From an optimization exercise on the open Yosys and OpenROAD flow, aimed at small area; shortcuts taken in it are not production practice. RTL that was checked went through simulation tests only; none was proved equivalent to the original. Only the layout flow was run in run 4; the RTL was not checked for function there. No activity file was given, so power comes from the tool's default toggle rates.

**flow/run.sh**
```bash
#!/bin/bash
# synth_recipe.tcl (not shown) runs the flow's synth.tcl, then flattens the netlist and writes it again
# the make line also repeats each setting of config.mk as NAME=value (left out here)
make -C /OpenROAD-flow-scripts/flow DESIGN_CONFIG=/design/flow/config.mk WORK_HOME=/design/flow/orfs CLKGATE_MAP_FILE= SYNTH_SCRIPT=/design/flow/synth_recipe.tcl finish
```
**flow/config.mk**
```make
export PLATFORM = sky130hd
export DESIGN_NAME = dsp_fpga_data
export DESIGN_NICKNAME = dsp_fpga_data
export VERILOG_FILES = /design/flow/design.v
export SDC_FILE = /design/flow/constraint.sdc
export NUM_CORES = 4
export LEC_CHECK = 0
export CAP_MARGIN = 20
export CORE_MARGIN = 2
export CORE_UTILIZATION = 40
export SLEW_MARGIN = 20
```
**flow/constraint.sdc**
```tcl
create_clock -name core_clock -period 5.0 [get_ports {mcbsp0_slaver_clkx}]
set_input_delay 1.0000 -clock core_clock [delete_from_list [all_inputs] [get_ports {mcbsp0_slaver_clkx}]]
set_output_delay 1.0000 -clock core_clock [all_outputs]
set_load 0.01 [all_outputs]
```
**flow/design.v**
```verilog
package dsp_link_pkg;
  localparam int WORD_W      = 32;
  localparam int FRAME_WORDS = 20;   
  localparam int BUF_ADDR_W  = 6;    
  localparam int BANK1_BASE  = 32;   
  localparam int BIT_CNT_W   = 5;
  typedef logic [WORD_W-1:0]     word_t;
  typedef logic [2:0]            step_t;
  typedef logic [BUF_ADDR_W-1:0] buf_addr_t;
  typedef enum logic [WORD_W-1:0] {
    OPC_STEP0       = 32'hAAAA_0000,
    OPC_STEP1       = 32'hAAAA_1111,
    OPC_STEP2       = 32'hAAAA_2222,
    OPC_STEP3       = 32'hAAAA_3333,
    OPC_STEP4       = 32'hAAAA_4444,
    OPC_STEP5       = 32'hAAAA_5555,
    OPC_STEP6       = 32'hAAAA_6666,
    OPC_STEP7       = 32'hAAAA_7777,
    OPC_PART_SYN    = 32'hAAAA_AAAA,   
    OPC_FINE_DATA   = 32'h6666_6666,
    OPC_DECODE_DATA = 32'h5555_5555,
    OPC_LOSE        = 32'h1111_1111,
    OPC_COARSE_SYN  = 32'h4444_4444,
    OPC_FINE_SYN    = 32'h3333_3333,
    OPC_TX_DATA     = 32'h6666_9999    
  } opcode_t;
  typedef enum logic {RX_IDLE, RX_SHIFT} rx_state_t;
endpackage
module mcbsp_rx (
  input  logic                mcbsp0_slaver_clkx,
  input  logic                cfg_rst,
  input  logic                fsx,
  input  logic                mosi,
  output dsp_link_pkg::word_t rx_word,
  output logic                rx_valid
);
  typedef logic [dsp_link_pkg::BIT_CNT_W-1:0] cnt_t;
  dsp_link_pkg::rx_state_t state;
  cnt_t                    bit_cnt;   
  always_ff @(posedge mcbsp0_slaver_clkx) begin
    rx_word <= {rx_word[dsp_link_pkg::WORD_W-2:0], mosi};
  end
  always_ff @(posedge mcbsp0_slaver_clkx or posedge cfg_rst) begin
    if (cfg_rst) begin
      state    <= dsp_link_pkg::RX_IDLE;
      bit_cnt  <= '0;
      rx_valid <= 1'b0;
    end else begin
      rx_valid <= 1'b0;
      case (state)
        dsp_link_pkg::RX_IDLE: begin
          if (fsx) begin   
            state   <= dsp_link_pkg::RX_SHIFT;
            bit_cnt <= '0;
          end
        end
        dsp_link_pkg::RX_SHIFT: begin
          bit_cnt <= bit_cnt + cnt_t'(1);
          if (int'(bit_cnt) == dsp_link_pkg::WORD_W - 2) begin   
            state    <= dsp_link_pkg::RX_IDLE;
            rx_valid <= 1'b1;
          end
        end
        default: state <= dsp_link_pkg::RX_IDLE;
      endcase
    end
  end
endmodule
module dsp_cmd_decode (
  input  logic                mcbsp0_slaver_clkx,
  input  logic                cfg_rst,
  input  dsp_link_pkg::word_t rx_word,
  input  logic                rx_valid,
  output logic                start_send,
  output dsp_link_pkg::step_t send_step,
  output logic                part_syn_start,
  output logic                lose,
  output logic                flag_croase,
  output logic                flag_fine,
  output logic                croase_data_flag,
  output logic                fine_data_flag,
  output logic                decode_data_flag,
  output logic                tx_data_flag,
  output logic                dsp_start_send
);
  dsp_link_pkg::opcode_t opc;
  logic                  send_start;
  logic                  send_start_d;
  assign opc = dsp_link_pkg::opcode_t'(rx_word);
  assign start_send = send_start || send_start_d;
  always_ff @(posedge mcbsp0_slaver_clkx or posedge cfg_rst) begin
    if (cfg_rst) begin
      send_start_d <= 1'b0;
    end else begin
      send_start_d <= send_start;
    end
  end
  always_ff @(posedge mcbsp0_slaver_clkx or posedge cfg_rst) begin
    if (cfg_rst) begin
      send_start       <= 1'b0;
      send_step        <= '0;
      part_syn_start   <= 1'b0;
      lose             <= 1'b0;
      flag_croase      <= 1'b0;
      flag_fine        <= 1'b0;
      croase_data_flag <= 1'b0;
      fine_data_flag   <= 1'b0;
      decode_data_flag <= 1'b0;
      tx_data_flag     <= 1'b0;
      dsp_start_send   <= 1'b0;
    end else begin
      send_start       <= 1'b0;   
      part_syn_start   <= 1'b0;
      lose             <= 1'b0;
      flag_croase      <= 1'b0;
      flag_fine        <= 1'b0;
      croase_data_flag <= 1'b0;
      fine_data_flag   <= 1'b0;
      decode_data_flag <= 1'b0;
      tx_data_flag     <= 1'b0;
      if (rx_valid) begin
        case (opc)
          dsp_link_pkg::OPC_STEP0, dsp_link_pkg::OPC_STEP1,
          dsp_link_pkg::OPC_STEP2, dsp_link_pkg::OPC_STEP3,
          dsp_link_pkg::OPC_STEP4, dsp_link_pkg::OPC_STEP5,
          dsp_link_pkg::OPC_STEP6, dsp_link_pkg::OPC_STEP7: begin
            send_start <= 1'b1;
            send_step  <= dsp_link_pkg::step_t'(rx_word[2:0]);   
          end
          dsp_link_pkg::OPC_PART_SYN: begin
            send_start       <= 1'b1;
            send_step        <= '0;
            part_syn_start   <= 1'b1;
            croase_data_flag <= 1'b1;
          end
          dsp_link_pkg::OPC_FINE_DATA: begin   
            send_start     <= 1'b1;
            fine_data_flag <= 1'b1;
          end
          dsp_link_pkg::OPC_DECODE_DATA: begin
            send_start       <= 1'b1;
            decode_data_flag <= 1'b1;
          end
          dsp_link_pkg::OPC_LOSE:       lose        <= 1'b1;
          dsp_link_pkg::OPC_COARSE_SYN: flag_croase <= 1'b1;
          dsp_link_pkg::OPC_FINE_SYN:   flag_fine   <= 1'b1;
          dsp_link_pkg::OPC_TX_DATA: begin
            tx_data_flag   <= 1'b1;
            dsp_start_send <= 1'b1;   
          end
          default: ;   
        endcase
      end
    end
  end
endmodule
module sync_pos_capture (
  input  logic                mcbsp0_slaver_clkx,
  input  logic                cfg_rst,
  input  logic                arm,
  input  dsp_link_pkg::word_t rx_word,
  input  logic                rx_valid,
  output dsp_link_pkg::word_t pos,
  output logic                end_pulse
);
  logic armed;
  always_ff @(posedge mcbsp0_slaver_clkx or posedge cfg_rst) begin
    if (cfg_rst) begin
      armed <= 1'b0;
    end else if (end_pulse) begin
      armed <= 1'b0;
    end else if (arm) begin
      armed <= 1'b1;
    end
  end
  always_ff @(posedge mcbsp0_slaver_clkx or posedge cfg_rst) begin
    if (cfg_rst) begin
      pos       <= '0;
      end_pulse <= 1'b0;
    end else if (armed && rx_valid) begin
      pos       <= rx_word;
      end_pulse <= 1'b1;
    end else begin
      end_pulse <= 1'b0;   
    end
  end
endmodule
module tx_frame_buffer (
  input  logic                    mcbsp0_slaver_clkx,
  input  logic                    cfg_rst,
  input  logic                    arm,
  input  dsp_link_pkg::word_t     rx_word,
  input  logic                    rx_valid,
  input  dsp_link_pkg::buf_addr_t read_addr,
  output dsp_link_pkg::word_t     send_data,
  output logic                    tx_send_start
);
  localparam int NW = dsp_link_pkg::FRAME_WORDS;
  dsp_link_pkg::word_t ring0 [0:NW-1];
  dsp_link_pkg::word_t ring1 [0:NW-1];
  dsp_link_pkg::word_t hold_word;
  logic [4:0] phase;        
  logic [4:0] phase_nx;
  logic [4:0] wr_idx;       
  logic       wr_bank;      
  logic       pend;         
  logic       send_en;
  logic       wr_en;
  logic       ins;
  logic [5:0] wr_sum;
  logic [5:0] rd_sum;
  logic [4:0] rd_pos;
  logic       rd_bank;
  logic       rd_hold;
  assign wr_en    = send_en && rx_valid;
  assign phase_nx = (phase == 5'(NW - 1)) ? 5'd0 : phase + 5'd1;
  assign wr_sum   = {1'b0, wr_idx} + {1'b0, phase};
  assign ins      = pend && ((wr_sum == 6'(NW - 1)) || (wr_sum == 6'(2 * NW - 1)));
  always_ff @(posedge mcbsp0_slaver_clkx or posedge cfg_rst) begin
    if (cfg_rst) begin
      send_en <= 1'b0;
    end else if (tx_send_start) begin   
      send_en <= 1'b0;
    end else if (arm) begin
      send_en <= 1'b1;
    end
  end
  always_ff @(posedge mcbsp0_slaver_clkx or posedge cfg_rst) begin
    if (cfg_rst) begin
      phase         <= '0;
      wr_idx        <= '0;
      wr_bank       <= 1'b0;
      pend          <= 1'b0;
      tx_send_start <= 1'b0;
    end else begin
      phase         <= phase_nx;
      tx_send_start <= wr_en && (wr_idx == 5'(NW - 1));
      if (wr_en) begin
        pend <= 1'b1;
      end else if (ins) begin
        pend <= 1'b0;
        if (wr_idx == 5'(NW - 1)) begin   
          wr_idx  <= '0;
          wr_bank <= ~wr_bank;
        end else begin
          wr_idx <= wr_idx + 5'd1;
        end
      end
    end
  end
  always_ff @(posedge mcbsp0_slaver_clkx) begin
    for (int k = 1; k < NW; k++) begin
      ring0[k] <= ring0[k-1];
      ring1[k] <= ring1[k-1];
    end
    ring0[0] <= (ins && !wr_bank) ? hold_word : ring0[NW-1];
    ring1[0] <= (ins &&  wr_bank) ? hold_word : ring1[NW-1];
    if (wr_en) begin
      hold_word <= rx_word;
    end
  end
  assign rd_sum = {1'b0, read_addr[4:0]} + {1'b0, phase_nx};
  always_ff @(posedge mcbsp0_slaver_clkx) begin
    rd_pos  <= (rd_sum >= 6'(NW)) ? 5'(rd_sum - 6'(NW)) : rd_sum[4:0];
    rd_bank <= read_addr[5];
    rd_hold <= pend && (read_addr == {wr_bank, wr_idx});
  end
  assign send_data = rd_hold ? hold_word : (rd_bank ? ring1[rd_pos] : ring0[rd_pos]);
endmodule
module dsp_fpga_data (
  input  logic                    mcbsp0_slaver_clkx,
  input  logic                    cfg_rst,
  input  logic                    mcbsp0_slaver_fsx,
  input  logic                    mcbsp0_slaver_mosi,
  input  dsp_link_pkg::buf_addr_t read_addr,
  output dsp_link_pkg::word_t     send_data,
  output logic                    tx_send_start,
  output logic                    start_send,
  output dsp_link_pkg::step_t     send_step,
  output logic                    part_syn_start,
  output logic                    lose,
  output logic                    corase_end,
  output logic                    fine_end,
  output dsp_link_pkg::word_t     corase_syn_pos,
  output dsp_link_pkg::word_t     fine_syn_pos,
  output logic                    dsp_start_send,
  output logic                    flag_croase,
  output logic                    flag_fine,
  output logic                    croase_data_flag,
  output logic                    fine_data_flag,
  output logic                    decode_data_flag,
  output logic                    tx_data_flag
);
  dsp_link_pkg::word_t rx_word;
  logic                rx_valid;
  mcbsp_rx u_rx (
    .mcbsp0_slaver_clkx (mcbsp0_slaver_clkx),
    .cfg_rst            (cfg_rst),
    .fsx                (mcbsp0_slaver_fsx),
    .mosi               (mcbsp0_slaver_mosi),
    .rx_word            (rx_word),
    .rx_valid           (rx_valid)
  );
  dsp_cmd_decode u_decode (
    .mcbsp0_slaver_clkx (mcbsp0_slaver_clkx),
    .cfg_rst            (cfg_rst),
    .rx_word            (rx_word),
    .rx_valid           (rx_valid),
    .start_send         (start_send),
    .send_step          (send_step),
    .part_syn_start     (part_syn_start),
    .lose               (lose),
    .flag_croase        (flag_croase),
    .flag_fine          (flag_fine),
    .croase_data_flag   (croase_data_flag),
    .fine_data_flag     (fine_data_flag),
    .decode_data_flag   (decode_data_flag),
    .tx_data_flag       (tx_data_flag),
    .dsp_start_send     (dsp_start_send)
  );
  sync_pos_capture coarse_cap (
    .mcbsp0_slaver_clkx (mcbsp0_slaver_clkx),
    .cfg_rst            (cfg_rst),
    .arm                (flag_croase),
    .rx_word            (rx_word),
    .rx_valid           (rx_valid),
    .pos                (corase_syn_pos),
    .end_pulse          (corase_end)
  );
  sync_pos_capture fine_cap (
    .mcbsp0_slaver_clkx (mcbsp0_slaver_clkx),
    .cfg_rst            (cfg_rst),
    .arm                (flag_fine),
    .rx_word            (rx_word),
    .rx_valid           (rx_valid),
    .pos                (fine_syn_pos),
    .end_pulse          (fine_end)
  );
  tx_frame_buffer u_buf (
    .mcbsp0_slaver_clkx (mcbsp0_slaver_clkx),
    .cfg_rst            (cfg_rst),
    .arm                (tx_data_flag),   
    .rx_word            (rx_word),
    .rx_valid           (rx_valid),
    .read_addr          (read_addr),
    .send_data          (send_data),
    .tx_send_start      (tx_send_start)
  );
endmodule
```
==> reports/metrics.csv, run 1 <==
metric,value,unit
Synth Net Count,3274,
maxcap violations,0,
core area,105000,µm²
Yosys Warn Count,6,
"Slew Viols, Final",0,
peak supply drop,0.000283,V
Buffers on Ports,121,
Yosys cell types,83,
Multi-input gate area,11400,µm²
endpoints failing hold,0,
antenna violation net count after detailed routing,0,
Initial Util,40.2,%
Switching Power,5.98,mW
die height,329,µm
r2r setup slk,1.74,ns
Vias,28639,
Final GP Congestion,0.874,
post-DP HPWL,87.0,mm
hold_buf cts,0,
worst r2r dst,u_buf.rd_pos[3],
commonest cells in the netlist,"dfxtp_1, a22oi_1, nand2_1",
Crit. End Element,primary output,
initial antenna violation count,3,
Hold Path Sink,u_buf.ring0[8][25],
final core occ,48.4,%
CTS tree,done,
CP peak stage delay,0.62,ns
Comb power frac,8.2,%
sequential fraction of design power,48.1,%
synthesized area,42200,µm²
ANT cells,0,
vias in the first global route,28385,
met3 Resource Use GR,5.68,%
status,no timing/DRC/antenna violations,
row cnt,119,
Area Growth Syn to Fin,20.4,%
Syn Area/Cell,13.0,µm²
CP Launch Type,register,
critical path cell sequence,"or3b_4, nor2_4, buf_4, a22oi_1, nand4_1, nor3_1, o2bb2ai_1, clkdlybuf4s50_1",
Final period util,99.1,%
Clock Path Buffers,3,
Crit Path Class,register to primary output,
Pleak,20.0,nW
DRC viols,0,
Worst-Margin Slew,1.03,ns
"CP delay by family, top",buffers and inverters,
Synth area leaders,"dfxtp_1, a22oi_1, dfrtp_1",
"Clk Latency, worst-skew pair",0.75,ns
hold path startpoint,u_buf.ring0[7][25],
top-count cell post-synth,dfxtp_1,
"EDFF count, synth",32,
grt total ovfl,0,
Synth area leader,dfxtp_1,
Max Freq,0.202,GHz
via/cell ratio,5.75,
"Slowest-stage cell, CP",clkdlybuf4s50_1,
fraction of registers with async set/reset,7.02,%
Register Area,29900,µm²
Die ar.,108000,µm²
Crit Path Max Fanout,28,
share of post-route cells with drive strength above 1,16.7,%
clock root buffer,clkbuf_16,
die span in x,329,µm
WP buf/inv,2,
clk_skew,0.0271,ns
RR Startpoint,u_buf.phase[1],
R2R cell count,9,
Syn Inst Count,3246,
CTS buffer count,139,
Total Routed Length,139,mm
global-route wire length before repair,200,mm
met2 usage,38.2,%
Internal Pwr Total,18.5,mW
sequential share of the synthesized area,70.9,%
"Top FF cell, synth",dfxtp_1,
final net count,3515,
CTS H-tree depth,4,
Top Usage Layer GRT,met2,
Sw Share,24.5,%
Critical Path AT,3.96,ns
DRT Pass-1 Iters,6,
Ports,122,
drt wl/cell,27.8,µm
Filler cells,9220,
Finish-stage setup viols,0,
largest net degree at the start of global routing,65,
fin crit period,4.96,ns
Clock Sinks,1453,
met1 Usage GRT,35.7,%
Yosys top cell area share,62.6,%
GRT Total Usage,25.2,%
Worst Hold Class,register to register,
Rel. slew slack,31.5,%
Yosys reg bits,1453,
clock-pin slew on the worst setup and hold paths,0.07,ns
pwr dens,481,nW/µm²
clock group share of total power,43.7,%
Worst Path Required,4.00,ns
Hold Path Stages,0,
Starting DRT DRC Count,3557,
total power,24.4,mW
[state kept, by name, indices dropped and copies added (netlist names), 3 cells and up]
name,flops
u_buf.hold_word,32
u_decode.send_step,3
u_buf.phase,5
u_rx.rx_word,32
u_buf.ring1,640
coarse_cap.pos,32
u_buf.wr_idx,5
u_rx.bit_cnt,5
fine_cap.pos,32
u_buf.rd_pos,5
u_buf.ring0,640
[kinds of logic after synthesis]
kind of cell             count (synthesis)  share of synthesized area [%]
adder cells (fa/ha/maj)                 18                          0.570
multiplexers                           144                           4.09
buffers and inverters                  216                           2.51
AO/OA/AOI/OAI                          826                           14.1
AND/OR/NAND/NOR                        573                           7.43
flip-flops                            1453                           70.9
XOR/XNOR                                16                          0.332
[power groups by stage]
| stage | clock (mW) | combinational (mW) | sequential [mW] |
|---|---|---|---|
| 2_1_floorplan | 0 | 0.905 | 12.0 |
| 3_3_place_gp | 0 | 1.89 | 12.0 |
| 3_5_place_dp | 0 | 1.89 | 12.0 |
| 4_1_cts | 10.8 | 1.95 | 11.8 |
| 5_1_grt | 11.2 | 2.05 | 11.8 |
| 6_report | 10.7 | 2.00 | 11.8 |
[worst reg2reg max path, delay by kind of cell (launching register included)]
kind	cells	cell delay, ns
and+or+nand+nor	1	0.06
adders and majority gates	3	0.82
xor gates and xnor gates	1	0.26
AOI/OAI and AO/OA	3	0.73
muxes	1	0.74
DFF	1	0.44
[cell usage in the layout (no fill, tap or decap), drive strengths merged, types with 15 or more instances in the layout]
master         instances
nor3                  45
a2111oi               30
nand2b                15
ha                    16
nor2                  56
a21oi                 98
nand4                 84
nor4                  26
nand2                134
and3                  96
a21o                  15
nand3                 50
a22o                  34
a221oi                29
edfxtp                32
dfrtp                102
mux2                 137
clkdlybuf4s50        121
o21a                  26
dfxtp               1319
o21ai                 77
o22ai                 23
clkbuf               193
a22oi                388
clkinv                34
buf                  170
inv                   33
a31oi                 17
[metrics by stage]
stage	instance area (µm²)	TNS [ns]	hold slack (ns)	setup slack (ns)	cells
finish	50800	0	0.331	0.0426	4985
global route	50800	-0.00579	0.339	-0.00579	4985
global placement	45600	0	0.326	0.449	4700
floorplan	42200	0	0.323	1.32	3246
CTS	50700	0	0.333	0.0189	4982
detailed placement	45600	0	0.329	0.435	4700
[worst max path at each step]
| stage | from | to | slack [ns] | cells after the start |
|---|---|---|---|---|
| 4_1_cts | u_buf.rd_pos[2] | send_data[22] | 0.02 | 9 |
| 6_report | u_buf.rd_pos[1] | send_data[12] | 0.04 | 8 |
| 2_1_floorplan | cfg_rst | coarse_cap.armed | 1.32 | 1 |
| 5_1_grt | u_buf.rd_pos[4] | send_data[15] | -0.006 | 10 |
| 3_3_place_gp | u_buf.rd_pos[3] | send_data[16] | 0.45 | 9 |
| 3_5_place_dp | u_buf.rd_pos[3] | send_data[16] | 0.44 | 9 |
[routing by layer]
| layer | vias to the layer above | share of wire, % |
|---|---|---|
| met2 | 1533 | 44 |
| li1 | 12470 | - |
| met3 | 273 | 9.4 |
| met1 | 14361 | 44 |
| met4 | 2 | 2.9 |
| met5 | - | 0.0094 |
[final cells by class]
type,instances,share of cell area [%]
Clock inverter,55,1.27
Multi-Input combinational cell,1577,22.6
Clock buffer,193,7.93
Tap cell,1391,3.43
Timing Repair Buffer,291,5.67
Inverter,25,0.190
Sequential cell,1453,59.0
[what timing repair did]
action,in CTS,in global routing
setup endpoints to repair,29,15
buffers inserted,34,3
resized for setup,17,13
pin swaps,10,1
hold endpoints to repair,0,0
==> inputs of run 2 (changes only) <==
--- a/flow/design.v
+++ b/flow/design.v
@@ -33,3 +33,3 @@
   input  logic                mosi,
-  output dsp_link_pkg::word_t rx_word,
+  output dsp_link_pkg::word_t rx_word_n,   
   output logic                rx_valid
@@ -40,3 +40,3 @@
   always_ff @(posedge mcbsp0_slaver_clkx) begin
-    rx_word <= {rx_word[dsp_link_pkg::WORD_W-2:0], mosi};
+    rx_word_n <= {rx_word_n[dsp_link_pkg::WORD_W-2:0], ~mosi};
   end
@@ -71,3 +71,3 @@
   input  logic                cfg_rst,
-  input  dsp_link_pkg::word_t rx_word,
+  input  dsp_link_pkg::word_t rx_word_n,   
   input  logic                rx_valid,
@@ -88,3 +88,3 @@
   logic                  send_start_d;
-  assign opc = dsp_link_pkg::opcode_t'(rx_word);
+  assign opc = dsp_link_pkg::opcode_t'(~rx_word_n);
   assign start_send = send_start || send_start_d;
@@ -127,3 +127,3 @@
             send_start <= 1'b1;
-            send_step  <= dsp_link_pkg::step_t'(rx_word[2:0]);   
+            send_step  <= dsp_link_pkg::step_t'(~rx_word_n[2:0]);   
           end
@@ -160,3 +160,3 @@
   input  logic                arm,
-  input  dsp_link_pkg::word_t rx_word,
+  input  dsp_link_pkg::word_t rx_word_n,   
   input  logic                rx_valid,
@@ -165,3 +165,5 @@
 );
-  logic armed;
+  logic                armed;
+  logic                none;     
+  dsp_link_pkg::word_t pos_n;    
   always_ff @(posedge mcbsp0_slaver_clkx or posedge cfg_rst) begin
@@ -177,11 +179,17 @@
     if (cfg_rst) begin
-      pos       <= '0;
+      none      <= 1'b1;
       end_pulse <= 1'b0;
-    end else if (armed && rx_valid) begin
-      pos       <= rx_word;
-      end_pulse <= 1'b1;
     end else begin
-      end_pulse <= 1'b0;   
+      end_pulse <= armed && rx_valid;
+      if (armed && rx_valid) begin
+        none <= 1'b0;
+      end
+    end
+  end
+  always_ff @(posedge mcbsp0_slaver_clkx) begin
+    if (armed && rx_valid) begin
+      pos_n <= rx_word_n;
     end
   end
+  assign pos = ~(pos_n | {dsp_link_pkg::WORD_W{none}});
 endmodule
@@ -191,3 +199,3 @@
   input  logic                    arm,
-  input  dsp_link_pkg::word_t     rx_word,
+  input  dsp_link_pkg::word_t     rx_word_n,   
   input  logic                    rx_valid,
@@ -211,5 +219,2 @@
   logic [5:0] rd_sum;
-  logic [4:0] rd_pos;
-  logic       rd_bank;
-  logic       rd_hold;
   assign wr_en    = send_en && rx_valid;
@@ -258,5 +263,9 @@
     if (wr_en) begin
-      hold_word <= rx_word;
+      hold_word <= rx_word_n;
     end
   end
+  logic [2*NW:0] rd_sel;      
+  logic [4:0]    rd_pos;
+  logic          rd_bank;
+  logic          rd_hold;
   assign rd_sum = {1'b0, read_addr[4:0]} + {1'b0, phase_nx};
@@ -267,3 +276,46 @@
   end
-  assign send_data = rd_hold ? hold_word : (rd_bank ? ring1[rd_pos] : ring0[rd_pos]);
+  always_comb begin
+    for (int k = 0; k < NW; k++) begin
+      rd_sel[k]      = !rd_hold && !rd_bank && (rd_pos == 5'(k));
+      rd_sel[NW + k] = !rd_hold &&  rd_bank && (rd_pos == 5'(k));
+    end
+    rd_sel[2*NW] = rd_hold;
+  end
+  dsp_link_pkg::word_t src [0:2*NW];
+  logic [13:0]         grp_n [0:dsp_link_pkg::WORD_W-1];
+  always_comb begin
+    for (int k = 0; k < NW; k++) begin
+      src[k]      = ring0[k];
+      src[NW + k] = ring1[k];
+    end
+    src[2*NW] = hold_word;
+  end
+  for (genvar b = 0; b < dsp_link_pkg::WORD_W; b++) begin : g_bit
+    for (genvar g = 0; g < 13; g++) begin : g_grp
+      dsp_aoi222 u_aoi (
+        .a1 (rd_sel[3*g]),     .a2 (src[3*g][b]),
+        .b1 (rd_sel[3*g + 1]), .b2 (src[3*g + 1][b]),
+        .c1 (rd_sel[3*g + 2]), .c2 (src[3*g + 2][b]),
+        .y  (grp_n[b][g])
+      );
+    end
+    dsp_aoi22 u_aoi_last (
+      .a1 (rd_sel[39]), .a2 (src[39][b]),
+      .b1 (rd_sel[40]), .b2 (src[40][b]),
+      .y  (grp_n[b][13])
+    );
+    assign send_data[b] = &grp_n[b];
+  end
+endmodule
+module dsp_aoi222 (
+  input  logic a1, a2, b1, b2, c1, c2,
+  output logic y
+);
+  assign y = ~((a1 & a2) | (b1 & b2) | (c1 & c2));
+endmodule
+module dsp_aoi22 (
+  input  logic a1, a2, b1, b2,
+  output logic y
+);
+  assign y = ~((a1 & a2) | (b1 & b2));
 endmodule
@@ -293,3 +345,3 @@
 );
-  dsp_link_pkg::word_t rx_word;
+  dsp_link_pkg::word_t rx_word_n;   
   logic                rx_valid;
@@ -300,3 +352,3 @@
     .mosi               (mcbsp0_slaver_mosi),
-    .rx_word            (rx_word),
+    .rx_word_n          (rx_word_n),
     .rx_valid           (rx_valid)
@@ -306,3 +358,3 @@
     .cfg_rst            (cfg_rst),
-    .rx_word            (rx_word),
+    .rx_word_n          (rx_word_n),
     .rx_valid           (rx_valid),
@@ -324,3 +376,3 @@
     .arm                (flag_croase),
-    .rx_word            (rx_word),
+    .rx_word_n          (rx_word_n),
     .rx_valid           (rx_valid),
@@ -333,3 +385,3 @@
     .arm                (flag_fine),
-    .rx_word            (rx_word),
+    .rx_word_n          (rx_word_n),
     .rx_valid           (rx_valid),
@@ -342,3 +394,3 @@
     .arm                (tx_data_flag),   
-    .rx_word            (rx_word),
+    .rx_word_n          (rx_word_n),
     .rx_valid           (rx_valid),
==> flow/flow/run.sh (new file) <==
#!/bin/bash
# The standard layout, with two changes: the port buffers are buf_1 cells, and
# clock tree synthesis uses clkbuf_8 buffers in clusters of at most 18 sinks,
# without dummy loads.
set -euo pipefail
cd "$(dirname "$0")/.."
export BUFFER_PORTS_ARGS="-buffer_cell sky130_fd_sc_hd__buf_1"
export CTS_ARGS="-sink_clustering_enable -repair_clock_nets -dont_use_dummy_load -buf_list sky130_fd_sc_hd__clkbuf_8 -sink_clustering_size 18 -sink_clustering_max_diameter 60"
bash standard.sh > standard.log 2>&1
==> flow/standard.sh (new file) <==
#!/bin/bash
# synth_recipe.tcl (not shown) runs the flow's synth.tcl, then flattens the netlist and writes it again
# the make line also repeats each setting of config.mk as NAME=value (left out here)
make -C /OpenROAD-flow-scripts/flow DESIGN_CONFIG=/design/flow/config.mk WORK_HOME=/design/flow/orfs CLKGATE_MAP_FILE= SYNTH_SCRIPT=/design/flow/synth_recipe.tcl "${@:-finish}"
--- a/flow/config.mk
+++ b/flow/config.mk
@@ -9,3 +9,5 @@
 export CORE_MARGIN = 2
-export CORE_UTILIZATION = 40
+export CORE_UTILIZATION = 60
+export PLACE_DENSITY = 0.7
 export SLEW_MARGIN = 20
+export SYNTH_HIERARCHICAL = 1
removed: flow/run.sh
==> reports/metrics.csv, run 2 <==
metric,value,unit
status,no timing/DRC/antenna violations,
Final GP Congestion,0.867,
Critical Path AT,3.94,ns
Area Growth Syn to Fin,9.22,%
Yosys cell types,59,
pwr dens,406,nW/µm²
vias in the first global route,24339,
"Clk Latency, worst-skew pair",0.75,ns
Internal Pwr Total,13.5,mW
Clock Sinks,1455,
CP Launch Type,register,
clock group share of total power,28.7,%
Area after DPL,40900,µm²
clk_skew,0.0946,ns
CTS H-tree depth,3,
slack of the critical path,0.0642,ns
Syn Area/Cell,15.7,µm²
most frequent cells in the layout,"dfxtp_1, a222oi_1, buf_1, nand4_1, edfxtp_1",
most frequent CP cell,buf_16,
fin crit period,4.94,ns
sequential share of the synthesized area,78.2,%
Die ar.,66600,µm²
drt wl/cell,30.1,µm
share of post-route cells with drive strength above 1,12.4,%
Pleak,15.5,nW
maxcap violations,0,
Yosys top cell area share,68.1,%
antenna violation net count after detailed routing,0,
Final period util,98.7,%
Filler cells,4458,
Ports,122,
Yosys reg bits,1455,
synthesized area,38800,µm²
Comb power frac,2.4,%
r2r setup slk,1.78,ns
via/cell ratio,6.72,
Synth Net Count,2503,
initial antenna violation count,3,
die span in x,258,µm
total power,17.2,mW
Syn Inst Count,2475,
Rel. slew slack,2.51,%
Yosys Warn Count,17,
Synth area leader,dfxtp_1,
"Slew Viols, Final",0,
die height,258,µm
Initial Util,60.5,%
top-count cell post-synth,dfxtp_1,
clock-pin slew on the worst setup and hold paths,0.11,ns
Vias,24124,
Worst Path Required,4.00,ns
critical path cell sequence,"nor2_1, nand2_1, nor2_4, buf_16, buf_16, a222oi_1, nand4_1, nor4_1, buf_1",
R2R cell count,8,
sequential fraction of design power,68.9,%
Finished Cell Area,42300,µm²
Worst-Margin Slew,1.45,ns
core area,64100,µm²
Max Freq,0.203,GHz
"Slowest-stage cell, CP",nor4_1,
Crit. End Element,primary output,
Crit Path Class,register to primary output,
Crit Path Max Fanout,13,
Switching Power,3.70,mW
Finish-stage setup viols,0,
endpoints failing hold,0,
DRC viols,0,
commonest cells in the netlist,"dfxtp_1, a222oi_1, nand4_1",
setup TNS,0,ns
Synth area leaders,"dfxtp_1, a222oi_1, edfxtp_1",
"EDFF count, synth",96,
fraction of registers with async set/reset,2.75,%
largest net degree at the start of global routing,34,
clock root buffer,clkbuf_8,
CP peak stage delay,0.78,ns
GRT Total Usage,31.9,%
post-DP HPWL,66.8,mm
DRT Pass-1 Iters,10,
Sw Share,21.5,%
CTS tree,done,
Clock Path Buffers,3,
Total Routed Length,108,mm
peak supply drop,0.000225,V
pre-CTS setup slack,0.899,ns
Top Registers,"u_buf.ring0 (640), u_buf.ring1 (640)",
CTS buffer count,91,
global-route wire length before repair,157,mm
Starting DRT DRC Count,4589,
final net count,2761,
Buffers on Ports,121,
Worst Hold Class,primary input to asynchronous set/reset pin,
row cnt,93,
"Top FF cell, synth",dfxtp_1,
grt total ovfl,0,
"commonest non-fill, non-tap cell in the layout",dfxtp_1,
run 2: worst paths after layout:
check                                          end          startpoint
setup / recovery                     send_data[31]       u_buf.rd_hold
setup reg to reg                u_buf.ring0[0][11]     u_buf.wr_idx[0]
hold / removal                coarse_cap.end_pulse             cfg_rst
min in group core_clock         u_buf.ring0[2][15]  u_buf.ring0[1][15]
max in group asynchronous  u_decode.dsp_start_send             cfg_rst
hold reg to reg                 u_buf.ring0[2][15]  u_buf.ring0[1][15]
run 2: cell type report:
type                            count  area (µm²)  share of cell area (%)
Timing Repair Buffer              185        1140                    2.69
Antenna cell                        4        10.0                  0.0236
Multi-Input combinational cell    982        8500                    20.1
Tap cell                          855        1070                    2.53
Inverter                           18        67.6                   0.160
Clock buffer                       91        1250                    2.96
Sequential cell                  1455       30300                    71.6
run 2: kinds of logic after synthesis:
logic type / share of synthesized area (%)
DFF: 78.2
AOI/OAI and AO/OA: 12.5
and+or+nand+nor: 5.44
muxes: 2.17
buffers and inverters: 0.733
adders and majority gates: 0.620
xor gates and xnor gates: 0.384
run 2: critical path, delay by kind of cell (launching register included):
family          cells  cell delay (ns)
compound gates      1             0.32
buf+inv             3             0.59
flops               1             0.55
simple gates        5             1.74
run 2: per-stage QoR:
stage,std cells,utilization (%),hold WS [ns]
2_1_floorplan,2475,-,0.330
3_3_place_gp,3486,63.7,0.330
3_5_place_dp,3489,63.8,0.335
4_1_cts,3580,65.8,0.255
5_1_grt,3589,66.0,0.297
6_report,3590,66.0,0.288
run 2: per-module statistics from Yosys, one instance, submodules excluded, excerpt:
module | times used | cell area [µm²]
dsp_aoi22 | 32 | 12.5
dsp_aoi222 | 416 | 10.0
dsp_cmd_decode | 1 | 712
mcbsp_rx | 1 | 991
sync_pos_capture | 2 | 1280
tx_frame_buffer | 1 | 29900
run 2: what timing repair did:
| action | 4_1_cts | 5_1_grt |
|---|---|---|
| gates resized for setup | 0 | 2 |
| hold buffers | 0 | 0 |
| setup buffers | 0 | 0 |
| endpoints found under the setup margin | 0 | 2 |
run 2: routing by layer:
layer / up-vias / track usage, % / wire length [µm]
li1: 10324 / - / -
met4: 4 / 13.4 / 4270
met5: - / 0.712 / 74
met1: 12024 / 43.3 / 43400
met3: 241 / 8.27 / 12300
met2: 1531 / 48.9 / 48100
run 2: power by group through the flow:
stage                     logic, mW  clock network (mW)  registers [mW]
final                         0.419                4.93            11.8
after global routing          0.435                5.41            11.9
after CTS                     0.397                4.99            11.8
after detailed placement      0.396                   0            12.1
after global placement        0.377                   0            12.1
after floorplan               0.186                   0            12.1
==> inputs of run 3 (changes only) <==
--- a/flow/design.v
+++ b/flow/design.v
@@ -42,2 +42,9 @@
   end
+  always_ff @(posedge mcbsp0_slaver_clkx) begin
+    if (state == dsp_link_pkg::RX_IDLE) begin
+      bit_cnt <= '0;
+    end else begin
+      bit_cnt <= bit_cnt + cnt_t'(1);
+    end
+  end
   always_ff @(posedge mcbsp0_slaver_clkx or posedge cfg_rst) begin
@@ -45,3 +52,2 @@
       state    <= dsp_link_pkg::RX_IDLE;
-      bit_cnt  <= '0;
       rx_valid <= 1'b0;
@@ -52,4 +58,3 @@
           if (fsx) begin   
-            state   <= dsp_link_pkg::RX_SHIFT;
-            bit_cnt <= '0;
+            state <= dsp_link_pkg::RX_SHIFT;
           end
@@ -57,3 +62,2 @@
         dsp_link_pkg::RX_SHIFT: begin
-          bit_cnt <= bit_cnt + cnt_t'(1);
           if (int'(bit_cnt) == dsp_link_pkg::WORD_W - 2) begin   
@@ -255,2 +259,17 @@
   end
+  logic ins0, ins0_n, ins1, ins1_n;
+  assign ins0   = ins && !wr_bank;
+  assign ins1   = ins &&  wr_bank;
+  assign ins0_n = ~ins0;
+  assign ins1_n = ~ins1;
+  for (genvar b = 0; b < dsp_link_pkg::WORD_W; b++) begin : g_in
+    dsp_ring_in u_in0 (
+      .clk (mcbsp0_slaver_clkx), .s (ins0), .s_n (ins0_n),
+      .a (ring0[NW-1][b]), .b (hold_word[b]), .q (ring0[0][b])
+    );
+    dsp_ring_in u_in1 (
+      .clk (mcbsp0_slaver_clkx), .s (ins1), .s_n (ins1_n),
+      .a (ring1[NW-1][b]), .b (hold_word[b]), .q (ring1[0][b])
+    );
+  end
   always_ff @(posedge mcbsp0_slaver_clkx) begin
@@ -260,4 +279,2 @@
     end
-    ring0[0] <= (ins && !wr_bank) ? hold_word : ring0[NW-1];
-    ring1[0] <= (ins &&  wr_bank) ? hold_word : ring1[NW-1];
     if (wr_en) begin
@@ -321,2 +338,12 @@
 endmodule
+module dsp_ring_in (
+  input  logic clk,
+  input  logic s, s_n,   
+  input  logic a, b,
+  output logic q
+);
+  always_ff @(posedge clk) begin
+    q <= (s & b) | (s_n & a);
+  end
+endmodule
 module dsp_fpga_data (
==> reports/metrics.csv, run 3 <==
metric,value,unit
synthesized area,38400,µm²
Critical Path AT,3.78,ns
DRC viols,0,
Initial Util,60.8,%
post-DP HPWL,66.1,mm
"Clk Latency, worst-skew pair",0.73,ns
initial antenna violation count,3,
die span in x,257,µm
pwr dens,410,nW/µm²
Worst Hold Class,primary input to asynchronous set/reset pin,
most frequent cells in the layout,"dfxtp_1, a222oi_1, buf_1, nand4_1, edfxtp_1",
Final GP Congestion,0.921,
die height,257,µm
core area,63200,µm²
Clock Sinks,1455,
via/cell ratio,6.82,
CTS H-tree depth,3,
drt wl/cell,30.1,µm
critical path cell sequence,"nor2_1, nand2_1, nor2_4, buf_4, a222oi_1, nand4_1, nor4_1, buf_1",
CP peak stage delay,0.61,ns
Max Freq,0.209,GHz
CP Launch Type,register,
Synth area leader,dfxtp_1,
Vias,24337,
fraction of registers with async set/reset,2.41,%
Crit Path Max Fanout,20,
Crit. End Element,primary output,
Total Routed Length,107,mm
maxcap violations,0,
largest net degree at the start of global routing,34,
clock root buffer,clkbuf_8,
CTS tree,done,
sequential share of the synthesized area,78.7,%
commonest cells in the netlist,"dfxtp_1, a222oi_1, nand4_1",
global-route wire length before repair,155,mm
Worst Path Required,4.00,ns
hold_buf cts,0,
clock group share of total power,28.8,%
antenna violation net count after detailed routing,0,
Synth area leaders,"dfxtp_1, a222oi_1, edfxtp_1",
Syn Inst Count,2469,
Rel. slew slack,21.8,%
Die ar.,66100,µm²
Cells after DPL,3476,
unrepaired setup endpoints after global routing,false,
Worst-Margin Slew,1.16,ns
RR Startpoint,u_buf.wr_idx[0],
GRT Total Usage,31.7,%
top-count cell post-synth,dfxtp_1,
CTS buffer count,91,
Switching Power,3.69,mW
post-route non-filler standard cell count,3570,
Finish-stage setup viols,0,
clock-pin slew on the worst setup and hold paths,0.11,ns
Top Registers,"u_buf.ring0 (608), u_buf.ring1 (608)",
final net count,2752,
"EDFF count, synth",96,
Syn Area/Cell,15.6,µm²
Pleak,15.2,nW
Synth Net Count,2497,
endpoints failing hold,0,
Crit Path Class,register to primary output,
Critical Path Source,u_buf.rd_pos[0],
"Top FF cell, synth",dfxtp_1,
status,no timing/DRC/antenna violations,
Yosys reg bits,1455,
Yosys top cell area share,68.9,%
Clock Path Buffers,3,
Ports,122,
Sw Share,21.5,%
Area Growth Syn to Fin,8.88,%
Yosys cell types,58,
share of post-route cells with drive strength above 1,9.63,%
Buffers on Ports,121,
final core occ,66.2,%
setup TNS,0,ns
peak supply drop,0.000280,V
clk_skew,0.0770,ns
row cnt,92,
"Slew Viols, Final",0,
grt total ovfl,0,
Yosys Warn Count,82,
"commonest non-fill, non-tap cell in the layout",dfxtp_1,
Filler cells,4443,
fin crit period,4.78,ns
vias in the first global route,24354,
sequential fraction of design power,68.9,%
Final period util,95.7,%
Starting DRT DRC Count,4652,
Comb power frac,2.3,%
"Slowest-stage cell, CP",nor4_1,
Internal Pwr Total,13.5,mW
DRT Pass-1 Iters,10,
## run 3: timing repair
action	in CTS	in global routing
endpoints found under the setup margin	0	14
buffers inserted	0	0
resized for setup	0	2
## run 3: Yosys stat by module (local to each module, per instance), excerpt
module            cells inside  times used  flops+latches  cell area [µm²]
sync_pos_capture            75           2             35             1280
dsp_cmd_decode              71           1             13              712
dsp_aoi222                   1         416              0             10.0
dsp_aoi22                    1          32              0             12.5
mcbsp_rx                    61           1             39              937
tx_frame_buffer           1611           1           1269            27800
dsp_ring_in                  2          64              1             28.8
## run 3: worst paths after layout
kind / end / slack (ns) / depth (start not counted)
setup / recovery: send_data[19] / 0.22 / 8
hold / removal: coarse_cap.armed / 0.21 / 2
setup reg to reg: u_buf.g_in[13].u_in1.q / 1.17 / 9
hold reg to reg: u_buf.ring0[10][16] / 0.32 / 0
max in group asynchronous: u_decode.dsp_start_send / 3.91 / 2
min in group core_clock: u_buf.ring0[10][16] / 0.32 / 0
## run 3: cell families after synthesis
| kind of cell | after synthesis | synth area share, % |
|---|---|---|
| AOI/OAI and AO/OA | 547 | 14.0 |
| and+or+nand+nor | 392 | 5.55 |
| xor gates and xnor gates | 15 | 0.342 |
| buffers and inverters | 33 | 0.537 |
| DFF | 1455 | 78.7 |
| muxes | 9 | 0.244 |
| adders and majority gates | 18 | 0.625 |
## run 3: metrics by stage
stage | setup slack (ns) | power (mW) | area (µm²) | hold slack, ns
after detailed placement | 0.814 | 12.5 | 40600 | 0.335
after CTS | 0.0334 | 17.2 | 41800 | 0.164
after global placement | 0.822 | 12.5 | 40600 | 0.332
after floorplan | 0.206 | 12.2 | 38400 | 0.330
final | 0.215 | 17.2 | 41900 | 0.213
after global routing | 0.0524 | 17.6 | 41900 | 0.219
## run 3: metal layers
layer | vias up | wire [µm] | GRT usage [%]
met5 | - | 0 | 0
met4 | 0 | 3400 | 11.7
met3 | 213 | 13000 | 7.88
met2 | 1612 | 47600 | 48.1
met1 | 12142 | 43300 | 44.2
li1 | 10370 | - | -
## run 3: final cells by class
| cell class | instances | area (µm²) | area share, % |
|---|---|---|---|
| antenna | 2 | 5.00 | 0.0120 |
| clock buffer | 91 | 1250 | 2.99 |
| inverter | 20 | 75.1 | 0.179 |
| multi-input combinational | 981 | 8280 | 19.8 |
| sequential | 1455 | 30300 | 72.3 |
| tap | 846 | 1060 | 2.53 |
| timing repair buffer | 175 | 917 | 2.19 |
## run 3: critical path: cells and delay by family, from the launching register on
kind	cells	cell delay, ns
flops	1	0.46
buf+inv	2	0.53
compound gates	1	0.42
simple gates	5	1.69
## run 3: power by group through the flow
stage	Combinational (mW)	Clock, mW	Sequential [mW]
floorplan	0.173	0	12.1
global placement	0.365	0	12.1
detailed placement	0.375	0	12.1
CTS	0.375	4.96	11.8
global route	0.405	5.38	11.8
finish	0.390	4.94	11.8
==> inputs of run 4 (changes only) <==
--- a/flow/design.v
+++ b/flow/design.v
@@ -287,7 +287,10 @@
   logic          rd_hold;
+  logic          rd_hold_nx;
   assign rd_sum = {1'b0, read_addr[4:0]} + {1'b0, phase_nx};
+  assign rd_hold_nx = pend && (read_addr == {wr_bank, wr_idx});
   always_ff @(posedge mcbsp0_slaver_clkx) begin
-    rd_pos  <= (rd_sum >= 6'(NW)) ? 5'(rd_sum - 6'(NW)) : rd_sum[4:0];
+    rd_pos  <= rd_hold_nx ? 5'd31 :
+               (rd_sum >= 6'(NW)) ? 5'(rd_sum - 6'(NW)) : rd_sum[4:0];
     rd_bank <= read_addr[5];
-    rd_hold <= pend && (read_addr == {wr_bank, wr_idx});
+    rd_hold <= rd_hold_nx;
   end
@@ -295,4 +298,4 @@
     for (int k = 0; k < NW; k++) begin
-      rd_sel[k]      = !rd_hold && !rd_bank && (rd_pos == 5'(k));
-      rd_sel[NW + k] = !rd_hold &&  rd_bank && (rd_pos == 5'(k));
+      rd_sel[k]      = !rd_bank && (rd_pos == 5'(k));
+      rd_sel[NW + k] =  rd_bank && (rd_pos == 5'(k));
     end
==> reports/metrics.csv, run 4 <==
metric,value,unit
Pleak,15.3,nW
Yosys cell types,62,
Top Registers,"u_buf.ring0 (608), u_buf.ring1 (608)",
Critical Path AT,3.83,ns
Synth area leaders,"dfxtp_1, a222oi_1, edfxtp_1",
Synth area leader,dfxtp_1,
Initial Util,60.8,%
Yosys Warn Count,82,
CP Launch Type,register,
sequential fraction of design power,69.1,%
Yosys top cell area share,68.8,%
Internal Pwr Total,13.5,mW
"Slowest-stage cell, CP",nor4_1,
Worst-Margin Slew,1.22,ns
Final period util,96.6,%
"Slew Viols, Final",0,
DRT Pass-1 Iters,9,
slack of the critical path,0.169,ns
Total Routed Length,108,mm
Rel. slew slack,18.7,%
die span in x,257,µm
Syn Inst Count,2474,
CTS H-tree depth,3,
Synth Net Count,2502,
maxcap violations,0,
Ports,122,
Sw Share,21.3,%
synthesized area,38500,µm²
DRC viols,0,
Crit. End Element,primary output,
vias in the first global route,24174,
clock root buffer,clkbuf_8,
clock group share of total power,28.8,%
initial antenna violation count,5,
"EDFF count, synth",96,
peak supply drop,0.000232,V
Comb power frac,2.1,%
fraction of registers with async set/reset,2.41,%
global-route wire length before repair,157,mm
Cells after DPL,3480,
grt total ovfl,0,
Clock Sinks,1455,
pre-CTS setup slack,0.710,ns
largest net degree at the start of global routing,34,
total power,17.1,mW
clock-pin slew on the worst setup and hold paths,0.11,ns
"Clk Latency, worst-skew pair",0.74,ns
clk_skew,0.0693,ns
Starting DRT DRC Count,4659,
Vias,24340,
die height,257,µm
pwr dens,407,nW/µm²
"Top FF cell, synth",dfxtp_1,
Max Freq,0.207,GHz
Final GP Congestion,0.878,
Crit Path Class,register to primary output,
CTS tree,done,
final net count,2759,
Worst Hold Class,primary input to asynchronous set/reset pin,
Buffers on Ports,121,
Finish-stage setup viols,0,
status,no timing/DRC/antenna violations,
sequential share of the synthesized area,78.6,%
CP peak stage delay,0.71,ns
fin crit period,4.83,ns
post-route non-filler standard cell count,3577,
commonest cells in the netlist,"dfxtp_1, a222oi_1, nand4_1",
unrepaired setup endpoints after global routing,false,
antenna violation net count after detailed routing,0,
Worst Path Required,4.00,ns
core area,63300,µm²
GRT Total Usage,32.1,%
critical path cell sequence,"nand2b_1, or2_2, nor2_4, buf_4, a222oi_1, nand4_1, nor4_1, buf_1",
share of post-route cells with drive strength above 1,9.97,%
drt wl/cell,30.2,µm
postcts setup bufs,0,
Switching Power,3.65,mW
Syn Area/Cell,15.6,µm²
Die ar.,66200,µm²
via/cell ratio,6.80,
hold slack,0.191,ns
CTS buffer count,91,
Area Growth Syn to Fin,9.19,%
Clock Path Buffers,3,
row cnt,92,
endpoints failing hold,0,
Crit Path Max Fanout,13,
"commonest non-fill, non-tap cell in the layout",dfxtp_1,
top-count cell post-synth,dfxtp_1,
most frequent cells in the layout,"dfxtp_1, a222oi_1, buf_1, nand4_1, edfxtp_1",
setup TNS,0,ns
post-DP HPWL,65.8,mm
Yosys reg bits,1455,
[run 4: path summary, 6_finish.rpt]
path                                     start                    end  slack [ns]  cells past startpoint
max                            u_buf.rd_pos[0]          send_data[10]        0.17                      8
min                                    cfg_rst             u_rx.state        0.19                      2
max reg2reg                     u_buf.phase[0]  u_buf.g_in[7].u_in0.q        1.75                     10
min reg2reg                u_buf.ring0[15][18]    u_buf.ring0[16][18]        0.32                      0
max in group asynchronous              cfg_rst  u_decode.send_step[0]        4.12                      2
min in group core_clock    u_buf.ring0[15][18]    u_buf.ring0[16][18]        0.32                      0
[run 4: timing repair]
item,CTS,global route
resized for setup,1,2
hold endpoints to repair,0,0
endpoints found under the setup margin,1,2
hold buffers,0,0
[run 4: layout make-up]
| type | instances | area, µm² |
|---|---|---|
| flip-flops and latches | 1455 | 30300 |
| clock buffers | 91 | 1250 |
| multi-input cells | 982 | 8370 |
| diodes | 2 | 5.00 |
| fillers | 4545 | 21200 |
| well taps | 846 | 1060 |
| inverters | 21 | 78.8 |
| repair buffers | 180 | 1030 |
[run 4: per-stage QoR]
stage          util [%]  area, µm²
6_report           66.4      42100
5_1_grt            66.4      42100
4_1_cts            66.2      41900
3_5_place_dp       64.2      40700
3_3_place_gp       64.2      40700
2_1_floorplan         -      38500
[run 4: power by group through the flow]
| stage | clock network (mW) | registers (mW) | logic [mW] |
|---|---|---|---|
| after detailed placement | 0 | 12.1 | 0.348 |
| after CTS | 4.96 | 11.8 | 0.349 |
| after floorplan | 0 | 12.1 | 0.164 |
| after global placement | 0 | 12.1 | 0.335 |
| final | 4.93 | 11.8 | 0.364 |
| after global routing | 5.38 | 11.8 | 0.382 |
[run 4: Yosys stat by module (local to each module, per instance), a selection]
module	area (µm²)	flops+latches	times used	cells
dsp_aoi22	12.5	0	32	1
dsp_aoi222	10.0	0	416	1
dsp_cmd_decode	712	13	1	71
dsp_ring_in	28.8	1	64	2
mcbsp_rx	937	39	1	61
sync_pos_capture	1280	35	2	75
tx_frame_buffer	27900	1269	1	1616
[run 4: kinds of logic after synthesis]
kind of cell | share of synthesized area [%]
flip-flops | 78.6
adder cells (fa/ha/maj) | 0.624
AO/OA/AOI/OAI | 14.1
XOR/XNOR | 0.296
AND/OR/NAND/NOR | 5.53
buffers and inverters | 0.575
multiplexers | 0.299
[run 4: worst max-delay path: cells and delay by family, from the launching register on]
| family | cells | cell delay (ns) |
|---|---|---|
| flip-flops | 1 | 0.47 |
| AO/OA/AOI/OAI | 1 | 0.35 |
| buffers and inverters | 2 | 0.51 |
| AND/OR/NAND/NOR | 5 | 1.77 |
[run 4: per-layer routing]
| layer | GRT usage, % | up-vias | wire length, µm |
|---|---|---|---|
| met5 | 1.02 | - | 65 |
| met4 | 11.2 | 2 | 3430 |
| met3 | 7.17 | 213 | 12300 |
| met2 | 48.6 | 1466 | 48000 |
| met1 | 45.6 | 12275 | 44200 |
| li1 | - | 10384 | - |

-- static timing again, ports no longer ideal --
No port has a modelled driver above. Below, the same layouts with a new extraction and two added sets of constraints.
Step 1 sets driving cells, clkbuf_16 on the clock port and buf_2 on the other inputs (assumed; they add their load-dependent delay and slew).
Step 2 times the ports against the registers' clock, not the clock port: input delays grow and output delays shrink by t, the midpoint of the rising clock arrivals with the driver on.
a / b / c = ideal / step 1 / step 2; a / b = the first two.
run	t, ns	slack for setup (ns)	latest minus earliest clock arrival (ns)	worst slew at a driven data input, ns
run 1	0.804	0.043 / -0.026 / 0.778	0.032 / 0.032	0.06
run 2	0.774	0.064 / -0.003 / 0.771	0.097 / 0.097	0.05
run 3	0.754	0.215 / 0.149 / 0.903	0.078 / 0.078	0.04
run 4	0.770	0.169 / 0.101 / 0.871	0.073 / 0.073	0.06
After both steps setup and hold are still met in every run listed.
